This is an optimization exercise on Yosys and OpenROAD, whose aim is small area and few clock cycles, not a production implementation.
RTL that was checked went through simulation tests only; none was proved equivalent to the original.

## sorted_priority_queue
module sorted_priority_queue (
  input  logic          clk,
  input  logic          rst,
  input  logic          cmd_valid,
  output logic          cmd_ready,
  input  logic [32:0]   cmd,
  output logic          res_valid,
  input  logic          res_ready,
  output logic [22:0]   res
);
==> module sorted_priority_queue, before the edit <==
module sorted_priority_queue (
  input  logic          clk,
  input  logic          rst,
  input  logic          cmd_valid,
  output logic          cmd_ready,
  input  logic [32:0]   cmd,
  output logic          res_valid,
  input  logic          res_ready,
  output logic [22:0]   res
);
  localparam int N = spq_pkg::DEPTH;
  logic [spq_pkg::OCC_BITS-1:0] count;
  logic [1:0]                   kind;
  logic                         res_free;
  logic                         accept;
  logic                         is_ins;
  logic                         is_full;
  logic                         is_empty;
  logic                         can_ins;
  logic                         do_ins;
  logic                         do_rm;
  logic [N-1:0]                 free;
  logic [N-1:0]                 below;
  logic [N-1:0]                 raised;
  logic [N-1:0]                 at_count;
  logic [N-1:0]                 inject;
  logic [N-1:0]                 pend_q;
  logic [spq_pkg::RANK_W-1:0]   n_below;
  logic [spq_pkg::RANK_W-1:0]   pend_level;
  logic [spq_pkg::KEY_BITS-1:0] key        [N];
  logic [spq_pkg::ID_BITS-1:0]  id         [N];
  logic [spq_pkg::RANK_W-1:0]   level      [N];
  logic [spq_pkg::RANK_W-1:0]   level_next [N];
  logic [spq_pkg::ID_BITS-1:0]  removed_id;
  always_comb begin
    inject  = '0;
    can_ins = 1'b0;
    for (int i = 0; i < N; i++) begin
      if (spq_pkg::INJ_AT[i]) begin
        inject[i] = free[i] && !can_ins;
        can_ins   = can_ins || free[i];
      end
    end
  end
  assign res_free  = !res_valid || res_ready;
  assign is_ins    = !cmd[32];
  assign is_full   = count[spq_pkg::OCC_BITS-1];
  assign is_empty  = (count == '0);
  assign cmd_ready = res_free && (!is_ins || is_full || can_ins);
  assign accept    = cmd_valid && cmd_ready;
  assign do_ins    = accept && is_ins && !is_full;
  assign do_rm     = accept && !is_ins && !is_empty;
  always_comb begin
    n_below = '0;
    for (int i = 0; i < N; i++) n_below = n_below + spq_pkg::RANK_W'(raised[i]);
  end
  assign pend_level = spq_pkg::RANK_W'(count) - 1'b1 - n_below;
  for (genvar i = 0; i < N; i++) begin : g_cell
    localparam int NX = (i + 1) % N;
    logic pend;
    if (spq_pkg::INJ_AT[(i + N - 1) % N]) begin : g_pend
      assign pend = pend_q[i];
    end else begin : g_nopend
      assign pend = 1'b0;
    end
    spq_cell u_cell (
      .do_ins     (do_ins),
      .pend       (pend),
      .pend_level (pend_level),
      .count      (count),
      .new_key_n  (~cmd[31:16]),
      .key        (key[i]),
      .level      (level[i]),
      .raised     (raised[i]),
      .free       (free[i]),
      .below      (below[i]),
      .at_count   (at_count[i]),
      .level_next (level_next[i])
    );
    always_ff @(posedge clk) begin
      if (rst) begin
        level[NX] <= '1;
      end else begin
        level[NX] <= level_next[i];
      end
      raised[NX] <= below[i];
    end
    if (spq_pkg::INJ_AT[i]) begin : g_inj
      always_ff @(posedge clk) begin
        if (do_ins && inject[i]) begin
          key[NX] <= cmd[31:16];
          id[NX]  <= cmd[15:0];
        end else begin
          key[NX] <= key[i];
          id[NX]  <= id[i];
        end
      end
    end else begin : g_pass
      always_ff @(posedge clk) begin
        key[NX] <= key[i];
        id[NX]  <= id[i];
      end
    end
  end
  always_ff @(posedge clk) begin
    for (int i = 0; i < N; i++) begin
      pend_q[(i + 1) % N] <= !rst && do_ins && inject[i];
    end
  end
  always_comb begin
    removed_id = '0;
    for (int i = 0; i < N; i++) begin
      if (at_count[i]) removed_id = removed_id | id[i];
    end
  end
  assign res = {kind[1] && !kind[0], kind[0] && !kind[1],
                (&kind) ? removed_id : spq_pkg::ID_BITS'(0), count};
  always_ff @(posedge clk) begin
    if (rst) begin
      count     <= '0;
      res_valid <= 1'b0;
    end else begin
      if (do_ins) count <= count + 1'b1;
      if (do_rm)  count <= count - 1'b1;
      if (accept) begin
        res_valid <= 1'b1;
      end else if (res_ready) begin
        res_valid <= 1'b0;
      end
    end
  end
  always_ff @(posedge clk) begin
    if (accept) begin
      kind <= is_ins ? {is_full, 1'b0} : {!is_empty, 1'b1};
    end
  end
endmodule
Settings: LEC_CHECK=0, CAP_MARGIN=20, CORE_MARGIN=2, CORE_UTILIZATION=70, CTS_CLUSTER_DIAMETER=100, CTS_CLUSTER_SIZE=30, PLACE_DENSITY=0.8, SLEW_MARGIN=20; clock period 5.0 ns.
standard.sh (not shown) runs the stock make flow with config.mk's settings and CLKGATE_MAP_FILE= SYNTH_SCRIPT=/design/flow/synth_recipe.tcl, a recipe that flattens the netlist after the stock synthesis.
==> flow/flow/run.sh <==
#!/bin/bash
# The standard layout, with two changes: synthesis keeps spq_ge2, two
# bits of the key compare's borrow chain, as a module of its own until the
# netlist is flattened, so each step maps to a few small gates; and the
# smallest buffer goes on every input and output port in place of the one the
# resizer would pick. The make output goes to standard.log; ORFS's own step
# logs stay under orfs/logs.
set -euo pipefail
export SYNTH_KEEP_MODULES=spq_ge2
export BUFFER_PORTS_ARGS="-buffer_cell sky130_fd_sc_hd__buf_1"
bash standard.sh > standard.log 2>&1
Testbench counts at the start, summed over its fixed seeds: cycles 25,354.
Change:
--- a/flow/design.v
+++ b/flow/design.v
@@ -145,9 +145,5 @@
     );
     always_ff @(posedge clk) begin
-      if (rst) begin
-        level[NX] <= '1;
-      end else begin
-        level[NX] <= level_next[i];
-      end
+      level[NX]  <= level_next[i];
       raised[NX] <= below[i];
     end
The new run completed without violations.
Clock-buffer cell count came out lower by 1.
Die area came out lower by 0.52%.
Wire length came out higher by 2.1%.
Core utilization came out lower by 0.47 points.
Non-clock buffer count came out lower by 12.
Only the layout flow was run in the second run of this note; the RTL was not checked for function there.

==> separate check: timing with driven ports <==
In the flow no input, the clock included, has a driving cell. The finished layouts below were timed again as built, in two steps. Step 1: set_driving_cell puts a clkbuf_16 on clk and a buf_2 on each other input, an assumption about the parent block. Step 2 times the ports against the registers' clock, not the clock port: input delays grow and output delays shrink by t, the midpoint of the rising clock arrivals with the driver on. Slacks: ideal ports / drivers / drivers and shift; pairs: ideal ports / drivers.
run | t (ns) | setup slack, ns | worst setup path at the end | worst data-port slew with drivers (ns)
the first run | 0.633 | 0.357 / 0.357 / 0.357 | register to register | 0.08
the second run | 0.642 | 0.164 / 0.164 / 0.164 | register to register | 0.08
After both steps setup and hold are still met in every run listed.
